From an optimization exercise on the open Yosys and OpenROAD flow, aimed at small area; shortcuts taken in it are not production practice.
In this exercise RTL edits were held to simulation tests only and were not proved equivalent to the original.
Power and IR drop assume default switching activity.

==> exp/cedar: inputs <==
// hwsw_frame_commit
module hwsw_frame_commit #(
   parameter int NUM_OBJ  = 16,
   parameter int SCREEN_H = 480
) (
   input  logic                                 clk,
   input  logic                                 reset,
   input  logic [1:0]                           to_hw_sig,
   input  logic [NUM_OBJ*32-1:0]                to_hw_data,
   input  logic                                 frame_start,
   output logic [1:0]                           to_sw_sig,
   output logic [NUM_OBJ*hwsw_pkg::COORD_W-1:0] obj_x,
   output logic [NUM_OBJ*hwsw_pkg::COORD_W-1:0] obj_y,
   output logic [NUM_OBJ*3-1:0]                 obj_state,
   output logic [NUM_OBJ*3-1:0]                 obj_type,
   output logic                                 frame_committed,
   output logic                                 proto_err
);
==> flow/config.mk <==
export PLATFORM = sky130hd
export DESIGN_NAME = hwsw_frame_commit
export DESIGN_NICKNAME = hwsw_frame_commit
export VERILOG_FILES = /design/flow/design.v
export SDC_FILE = /design/flow/constraint.sdc
export NUM_CORES = 4
export LEC_CHECK = 0
export CAP_MARGIN = 20
export CORE_MARGIN = 2
export CORE_UTILIZATION = 40
export SLEW_MARGIN = 20
export SYNTH_HIERARCHICAL = 1
export SYNTH_MINIMUM_KEEP_SIZE = 0
==> flow/constraint.sdc <==
create_clock -name core_clock -period 5.0 [get_ports {clk}]
set_input_delay 1.0000 -clock core_clock [delete_from_list [all_inputs] [get_ports {clk}]]
set_output_delay 1.0000 -clock core_clock [all_outputs]
set_load 0.01 [all_outputs]
run.sh (not shown) runs the stock make flow with config.mk's settings and CLKGATE_MAP_FILE= SYNTH_SCRIPT=/design/flow/synth_recipe.tcl, a recipe that flattens the netlist after the stock synthesis.
==> exp/garnet: changes against exp/cedar <==
==> flow/flow/run.sh (new file) <==
#!/bin/bash
# Own layout flow: the standard ORFS flow (standard.sh, synthesis
# unchanged), with smaller port buffers, a lighter clock tree and synthesis's
# speed-sized gates brought back to their smallest drive strength.
# Power grid, tap cells, placement and routing are the standard flow's.
set -euo pipefail
cd "$(dirname "$0")/.."
HERE="$(pwd)"

# Every input and output port still gets its own buffer; it is buf_1 rather
# than the flow's default pick, as the ports only drive/see light loads.
export BUFFER_PORTS_ARGS="-buffer_cell sky130_fd_sc_hd__buf_1"

# After floorplan: smallest drive strength for each logic gate; placement's
# repair_design and the later timing repairs size up where needed.
export POST_FLOORPLAN_TCL="$HERE/flow/downsize.tcl"

# Clock tree of clkbuf_8 clusters, without the dummy loads CTS adds for
# balancing.
export CTS_ARGS="-sink_clustering_enable -repair_clock_nets -dont_use_dummy_load -buf_list {sky130_fd_sc_hd__clkbuf_8} -sink_clustering_size 18 -sink_clustering_max_diameter 80"

bash standard.sh > standard_flow.log 2>&1
==> flow/flow/downsize.tcl (new file) <==
# Swap every combinational logic cell to the smallest drive strength of the
# same cell (same function and pins). Synthesis sizes some cells up for speed
# that this design does not need; later repair steps size up again wherever
# slew, capacitance or timing call for it.
set db [ord::get_db]
set block [[$db getChip] getBlock]
set dont_use [list]
if { [info exists ::env(DONT_USE_CELLS)] } { set dont_use $::env(DONT_USE_CELLS) }
set masters [dict create]
foreach lib [$db getLibs] {
  foreach m [$lib getMasters] {
    set n [$m getName]
    if { [regexp {^(sky130_fd_sc_hd__[a-z0-9]+)_([0-9]+)$} $n -> base drv] } {
      if { [lsearch -exact $dont_use $n] >= 0 } { continue }
      dict lappend masters $base $m
    }
  }
}
set swapped 0
foreach inst [$block getInsts] {
  set m [$inst getMaster]
  set n [$m getName]
  if { ![regexp {^(sky130_fd_sc_hd__[a-z0-9]+)_([0-9]+)$} $n -> base drv] } { continue }
  set short [string range $base 16 end]
  if { [regexp {^(df|dl|sdf|edf|sedf|tap|fill|decap|conb|clk|buf|inv|bufinv|dly|diode|probe|lpflow|macro)} $short] } { continue }
  if { ![dict exists $masters $base] } { continue }
  set best $m
  set best_area [expr { [$m getWidth] * [$m getHeight] }]
  foreach c [dict get $masters $base] {
    set a [expr { [$c getWidth] * [$c getHeight] }]
    if { $a < $best_area } { set best $c; set best_area $a }
  }
  if { $best ne $m } {
    $inst swapMaster $best
    incr swapped
  }
}
puts "downsize: swapped $swapped cells to smaller drive strengths"
==> flow/standard.sh (new file) <==
#!/bin/bash
# synth_recipe.tcl (not shown) runs the flow's synth.tcl, then flattens the netlist and writes it again
# the make line also repeats each setting of config.mk as NAME=value (left out here)
make -C /OpenROAD-flow-scripts/flow DESIGN_CONFIG=/design/flow/config.mk WORK_HOME=/design/flow/orfs CLKGATE_MAP_FILE= SYNTH_SCRIPT=/design/flow/synth_recipe.tcl "${@:-finish}"
removed: flow/run.sh
==> qor summary <==
| quantity | exp/cedar | exp/garnet |
|---|---|---|
| Largest net degree at the start of global routing | 219 | 211 |
| Overall power | 27.4 mW | 21.3 mW |
| Worst setup slack after placement | 1490 ps | 1660 ps |
| Non-clock buffers, area share | 0.165 | 0.0790 |
| Combined area of the multi-input logic cells | 0.00762 sq mm | 0.00748 sq mm |
| Cell Count Post-Placement | 3276 | 3273 |
| Clock latency reported for the late side of the worst-skew pair | 630 ps | 700 ps |
| R2r endpoint | g_slot[11].u_slot.sh_x_q[9] | g_slot[9].u_slot.sh_x_q[9] |
| Met1 Use GR | 0.308 | 0.302 |
| Result of the run | no timing/DRC/antenna violations | no timing/DRC/antenna violations |
| Global Route Usage Sum | 0.235 | 0.217 |
| Headroom to the max-slew limit | 0.180 | 0.179 |
| Power density over the cells | 736 mW/mm^2 | 687 mW/mm^2 |
| Combinational power | 8.84 mW | 6.74 mW |
| Routability-driven placement congestion ratio | 0.813 | 0.802 |
| Period utilisation layout | 0.572 | 0.684 |
| Total internal power | 19.1 mW | 13.8 mW |
| Clock network share of area | 0.0838 | 0.0235 |

* * *

==> inputs of v7 <==
==> flow/design.v <==
package hwsw_pkg;
   localparam int COORD_W = 10;
   localparam logic [1:0] IDLE_P = 2'd0;
   localparam logic [1:0] X_P    = 2'd1;
   localparam logic [1:0] Y_P    = 2'd2;
   localparam logic [1:0] ST_P   = 2'd3;
   localparam logic [1:0] S_IDLE    = 2'd0;
   localparam logic [1:0] S_CAPTURE = 2'd1;
   localparam logic [1:0] S_ACK     = 2'd2;
   localparam int REC_W = 2*COORD_W + 6;
endpackage
module hwsw_obj_slot #(
   parameter int SLOT_IDX = 0,
   parameter int SCREEN_H = 480
) (
   input  logic                         clk,
   input  logic                         reset,
   input  logic                         wr_x,        
   input  logic                         wr_x_n,
   input  logic                         wr_y,        
   input  logic                         wr_y_n,
   input  logic                         wr_st,       
   input  logic                         wr_st_n,
   input  logic [31:0]                  wr_data,
   input  logic                         commit,
   input  logic                         commit_n,
   output logic [hwsw_pkg::COORD_W-1:0] active_x,
   output logic [hwsw_pkg::COORD_W-1:0] active_y,
   output logic [2:0]                   active_state,
   output logic [2:0]                   active_typ
);
   localparam int CW = hwsw_pkg::COORD_W;
   localparam bit YFLIP = 1'b0;
   localparam logic [CW-1:0] SCREEN_H_C = CW'(SCREEN_H);
   logic [CW-1:0] sh_x_q, sh_y_q;
   logic [2:0]    sh_st_q, sh_ty_q;
   logic [CW-1:0] ac_x_q, ac_y_q;
   logic [2:0]    ac_st_q, ac_ty_q;
   logic [CW-1:0] y_in;
   assign y_in = (YFLIP && (SLOT_IDX != 0)) ? SCREEN_H_C - wr_data[CW-1:0]
                                            : wr_data[CW-1:0];
   always_ff @(posedge clk) begin
      sh_x_q  <= ({CW{wr_x}}  & wr_data[CW-1:0]) | ({CW{wr_x_n}}  & sh_x_q);
      sh_y_q  <= ({CW{wr_y}}  & y_in)            | ({CW{wr_y_n}}  & sh_y_q);
      sh_st_q <= ({3{wr_st}}  & wr_data[2:0])    | ({3{wr_st_n}}  & sh_st_q);
      sh_ty_q <= ({3{wr_st}}  & wr_data[5:3])    | ({3{wr_st_n}}  & sh_ty_q);
   end
   always_ff @(posedge clk or posedge reset) begin
      if (reset) begin
         ac_x_q  <= '0;
         ac_y_q  <= '0;
         ac_st_q <= '0;
         ac_ty_q <= '0;
      end else begin
         ac_x_q  <= ({CW{commit}} & sh_x_q)  | ({CW{commit_n}} & ac_x_q);
         ac_y_q  <= ({CW{commit}} & sh_y_q)  | ({CW{commit_n}} & ac_y_q);
         ac_st_q <= ({3{commit}}  & sh_st_q) | ({3{commit_n}}  & ac_st_q);
         ac_ty_q <= ({3{commit}}  & sh_ty_q) | ({3{commit_n}}  & ac_ty_q);
      end
   end
   assign active_x     = ac_x_q;
   assign active_y     = ac_y_q;
   assign active_state = ac_st_q;
   assign active_typ   = ac_ty_q;
endmodule
module hwsw_frame_commit #(
   parameter int NUM_OBJ  = 16,
   parameter int SCREEN_H = 480
) (
   input  logic                                 clk,
   input  logic                                 reset,
   input  logic [1:0]                           to_hw_sig,
   input  logic [NUM_OBJ*32-1:0]                to_hw_data,
   input  logic                                 frame_start,
   output logic [1:0]                           to_sw_sig,
   output logic [NUM_OBJ*hwsw_pkg::COORD_W-1:0] obj_x,
   output logic [NUM_OBJ*hwsw_pkg::COORD_W-1:0] obj_y,
   output logic [NUM_OBJ*3-1:0]                 obj_state,
   output logic [NUM_OBJ*3-1:0]                 obj_type,
   output logic                                 frame_committed,
   output logic                                 proto_err
);
   localparam int CW = hwsw_pkg::COORD_W;
   logic [1:0]  state_q, state_d;
   logic [1:0]  cur_phase_q, cur_phase_d;
   logic [1:0]  to_sw_sig_q, to_sw_sig_d;
   logic [2:0]  seen_mask_q, seen_mask_d;
   logic        frame_committed_q, frame_committed_d;
   logic        proto_err_q, proto_err_d;
   logic        commit;
   logic [1:0]  wr_phase;
   logic [2:0]  cur_bit;
   logic        wr_x, wr_y, wr_st;
   always_comb begin
      case (cur_phase_q)
         hwsw_pkg::X_P:  cur_bit = 3'b010;
         hwsw_pkg::Y_P:  cur_bit = 3'b100;
         hwsw_pkg::ST_P: cur_bit = 3'b001;
         default:        cur_bit = 3'b000;
      endcase
   end
   always_comb begin
      state_d           = state_q;
      cur_phase_d       = cur_phase_q;
      to_sw_sig_d       = to_sw_sig_q;
      proto_err_d       = proto_err_q;
      commit            = frame_start && (seen_mask_q == 3'b111);
      frame_committed_d = commit;
      wr_phase          = (state_q == hwsw_pkg::S_CAPTURE) ? cur_phase_q : hwsw_pkg::IDLE_P;
      seen_mask_d       = commit ? 3'b000 : seen_mask_q;
      case (state_q)
         hwsw_pkg::S_IDLE: begin
            to_sw_sig_d = 2'd0;
            if (to_hw_sig != 2'd0) begin
               cur_phase_d = to_hw_sig;
               state_d     = hwsw_pkg::S_CAPTURE;
            end
         end
         hwsw_pkg::S_CAPTURE: begin
            seen_mask_d = seen_mask_d | cur_bit;
            to_sw_sig_d = cur_phase_q;
            state_d     = hwsw_pkg::S_ACK;
         end
         hwsw_pkg::S_ACK: begin
            if (to_hw_sig == 2'd0) begin
               to_sw_sig_d = 2'd0;
               state_d     = hwsw_pkg::S_IDLE;
            end else if (to_hw_sig != cur_phase_q) begin
               proto_err_d = 1'b1;
            end
         end
         default: begin
            to_sw_sig_d = 2'd0;
            state_d     = hwsw_pkg::S_IDLE;
         end
      endcase
   end
   always_ff @(posedge clk or posedge reset) begin
      if (reset) begin
         state_q           <= hwsw_pkg::S_IDLE;
         cur_phase_q       <= hwsw_pkg::IDLE_P;
         to_sw_sig_q       <= 2'd0;
         seen_mask_q       <= 3'b000;
         frame_committed_q <= 1'b0;
         proto_err_q       <= 1'b0;
      end else begin
         state_q           <= state_d;
         cur_phase_q       <= cur_phase_d;
         to_sw_sig_q       <= to_sw_sig_d;
         seen_mask_q       <= seen_mask_d;
         frame_committed_q <= frame_committed_d;
         proto_err_q       <= proto_err_d;
      end
   end
   assign wr_x            = (wr_phase == hwsw_pkg::X_P);
   assign wr_y            = (wr_phase == hwsw_pkg::Y_P);
   assign wr_st           = (wr_phase == hwsw_pkg::ST_P);
   assign to_sw_sig       = to_sw_sig_q;
   assign frame_committed = frame_committed_q;
   assign proto_err       = proto_err_q;
   for (genvar i = 0; i < NUM_OBJ; i++) begin : g_slot
      hwsw_obj_slot #(
         .SLOT_IDX (i),
         .SCREEN_H (SCREEN_H)
      ) u_slot (
         .clk          (clk),
         .reset        (reset),
         .wr_x         (wr_x),
         .wr_x_n       (~wr_x),
         .wr_y         (wr_y),
         .wr_y_n       (~wr_y),
         .wr_st        (wr_st),
         .wr_st_n      (~wr_st),
         .wr_data      (to_hw_data[32*i +: 32]),
         .commit       (commit),
         .commit_n     (~commit),
         .active_x     (obj_x[CW*i +: CW]),
         .active_y     (obj_y[CW*i +: CW]),
         .active_state (obj_state[3*i +: 3]),
         .active_typ   (obj_type[3*i +: 3])
      );
   end
endmodule
==> flow/flow/run.sh <==
#!/bin/bash
# Own layout flow: the standard ORFS flow (standard.sh, synthesis
# unchanged), with smaller port buffers, a lighter clock tree and synthesis's
# speed-sized gates brought back to their smallest drive strength.
# Power grid, tap cells, placement and routing are the standard flow's.
set -euo pipefail
cd "$(dirname "$0")/.."
HERE="$(pwd)"

# Every input and output port still gets its own buffer; it is buf_1 rather
# than the flow's default pick, as the ports only drive/see light loads.
export BUFFER_PORTS_ARGS="-buffer_cell sky130_fd_sc_hd__buf_1"

# After floorplan: smallest drive strength for each logic gate; placement's
# repair_design and the later timing repairs size up where needed.
export POST_FLOORPLAN_TCL="$HERE/flow/downsize.tcl"

# Clock tree of clkbuf_8 clusters, without the dummy loads CTS adds for
# balancing.
export CTS_ARGS="-sink_clustering_enable -repair_clock_nets -dont_use_dummy_load -buf_list {sky130_fd_sc_hd__clkbuf_8} -sink_clustering_size 25 -sink_clustering_max_diameter 40"

bash standard.sh > standard_flow.log 2>&1
==> flow/flow/downsize.tcl <==
# Swap every combinational logic cell to the smallest drive strength of the
# same cell (same function and pins). Synthesis sizes some cells up for speed
# that this design does not need; later repair steps size up again wherever
# slew, capacitance or timing call for it.
set db [ord::get_db]
set block [[$db getChip] getBlock]
set dont_use [list]
if { [info exists ::env(DONT_USE_CELLS)] } { set dont_use $::env(DONT_USE_CELLS) }
set masters [dict create]
foreach lib [$db getLibs] {
  foreach m [$lib getMasters] {
    set n [$m getName]
    if { [regexp {^(sky130_fd_sc_hd__[a-z0-9]+)_([0-9]+)$} $n -> base drv] } {
      if { [lsearch -exact $dont_use $n] >= 0 } { continue }
      dict lappend masters $base $m
    }
  }
}
set swapped 0
foreach inst [$block getInsts] {
  set m [$inst getMaster]
  set n [$m getName]
  if { ![regexp {^(sky130_fd_sc_hd__[a-z0-9]+)_([0-9]+)$} $n -> base drv] } { continue }
  set short [string range $base 16 end]
  if { [regexp {^(df|dl|sdf|edf|sedf|tap|fill|decap|conb|clk|buf|inv|bufinv|dly|diode|probe|lpflow|macro)} $short] } { continue }
  if { ![dict exists $masters $base] } { continue }
  set best $m
  set best_area [expr { [$m getWidth] * [$m getHeight] }]
  foreach c [dict get $masters $base] {
    set a [expr { [$c getWidth] * [$c getHeight] }]
    if { $a < $best_area } { set best $c; set best_area $a }
  }
  if { $best ne $m } {
    $inst swapMaster $best
    incr swapped
  }
}
puts "downsize: swapped $swapped cells to smaller drive strengths"
==> flow/standard.sh <==
#!/bin/bash
# synth_recipe.tcl (not shown) runs the flow's synth.tcl, then flattens the netlist and writes it again
# the make line also repeats each setting of config.mk as NAME=value (left out here)
make -C /OpenROAD-flow-scripts/flow DESIGN_CONFIG=/design/flow/config.mk WORK_HOME=/design/flow/orfs CLKGATE_MAP_FILE= SYNTH_SCRIPT=/design/flow/synth_recipe.tcl "${@:-finish}"
==> flow/config.mk <==
export PLATFORM = sky130hd
export DESIGN_NAME = hwsw_frame_commit
export DESIGN_NICKNAME = hwsw_frame_commit
export VERILOG_FILES = /design/flow/design.v
export SDC_FILE = /design/flow/constraint.sdc
export NUM_CORES = 4
export LEC_CHECK = 0
export CAP_MARGIN = 20
export CORE_MARGIN = 2
export CORE_UTILIZATION = 40
export SLEW_MARGIN = 20
export SYNTH_HIERARCHICAL = 1
export SYNTH_MINIMUM_KEEP_SIZE = 0
==> flow/constraint.sdc <==
create_clock -name core_clock -period 5.0 [get_ports {clk}]
set_input_delay 1.0000 -clock core_clock [delete_from_list [all_inputs] [get_ports {clk}]]
set_output_delay 1.0000 -clock core_clock [all_outputs]
set_load 0.01 [all_outputs]
==> v9: changes against v7 <==
==> flow/flow/run.sh (replaced) <==
#!/bin/bash
# Own layout flow: the standard ORFS flow, with smaller port buffers and
# a lighter clock tree. Everything else (synthesis, floorplan, power grid,
# tap cells, placement, routing) is the standard flow unchanged.
set -euo pipefail
cd "$(dirname "$0")/.."

# Every input and output port still gets its own buffer; it is buf_1 rather
# than the flow's default pick, as the ports only drive/see light loads.
export BUFFER_PORTS_ARGS="-buffer_cell sky130_fd_sc_hd__buf_1"

# Clock tree without the dummy loads CTS adds for balancing.
export CTS_ARGS="-sink_clustering_enable -repair_clock_nets -dont_use_dummy_load -buf_list {${CTS_BUFS:-sky130_fd_sc_hd__clkbuf_8}} -sink_clustering_size ${CTS_SIZE:-18} -sink_clustering_max_diameter ${CTS_DIAM:-50}"

bash standard.sh > standard_flow.log 2>&1
Settings changed: ABC_AREA from default to 1.
removed: flow/flow/downsize.tcl
==> summary of the runs <==
Synthesized cell count: v7 is lower than v9 (about 47%).
Clock power: v7 is larger than v9 (about 5%).
Of v9 and v7, v9 has the higher maximum frequency (gap 19%, measured against v7).
Of v7 and v9, v9 has the higher sequential power (gap about 6%, measured against v9).
Against v7, the first-iteration DRC count of v9 is smaller by 6.6%.

static timing again, ports no longer ideal:
The flow's constraints put no driver on any port. The routed layouts listed below were extracted and timed again, unchanged, in two steps.
Step 1 (the two cells are an assumption about what drives the block):
set clk [get_ports {clk}]
set_driving_cell -lib_cell sky130_fd_sc_hd__clkbuf_16 $clk
set_driving_cell -lib_cell sky130_fd_sc_hd__buf_2 [delete_from_list [all_inputs] $clk]
Step 2 also shifts input and output timing later by t, the mid clock arrival at the registers, as if the neighbouring blocks saw the same clock.
a / b / c = ideal / step 1 / step 2; a / b = the first two.
| run | t, ns | setup WS [ns] | worst data-port slew with drivers (ns) |
|---|---|---|---|
| exp/cedar | 0.684 | 2.140 / 2.084 / 1.400 | 0.20 |
| exp/garnet | 0.734 | 1.580 / 1.580 / 1.580 | 0.18 |
| v7 | 0.737 | 1.722 / 1.722 / 1.669 | 0.18 |
| v9 | 0.725 | 2.255 / 2.255 / 1.558 | 0.28 |
After both steps setup and hold are still met in every run listed. For exp/cedar, which loses most, drivers alone change the setup slack by -0.056 ns; drivers and shift together by -0.740 ns.
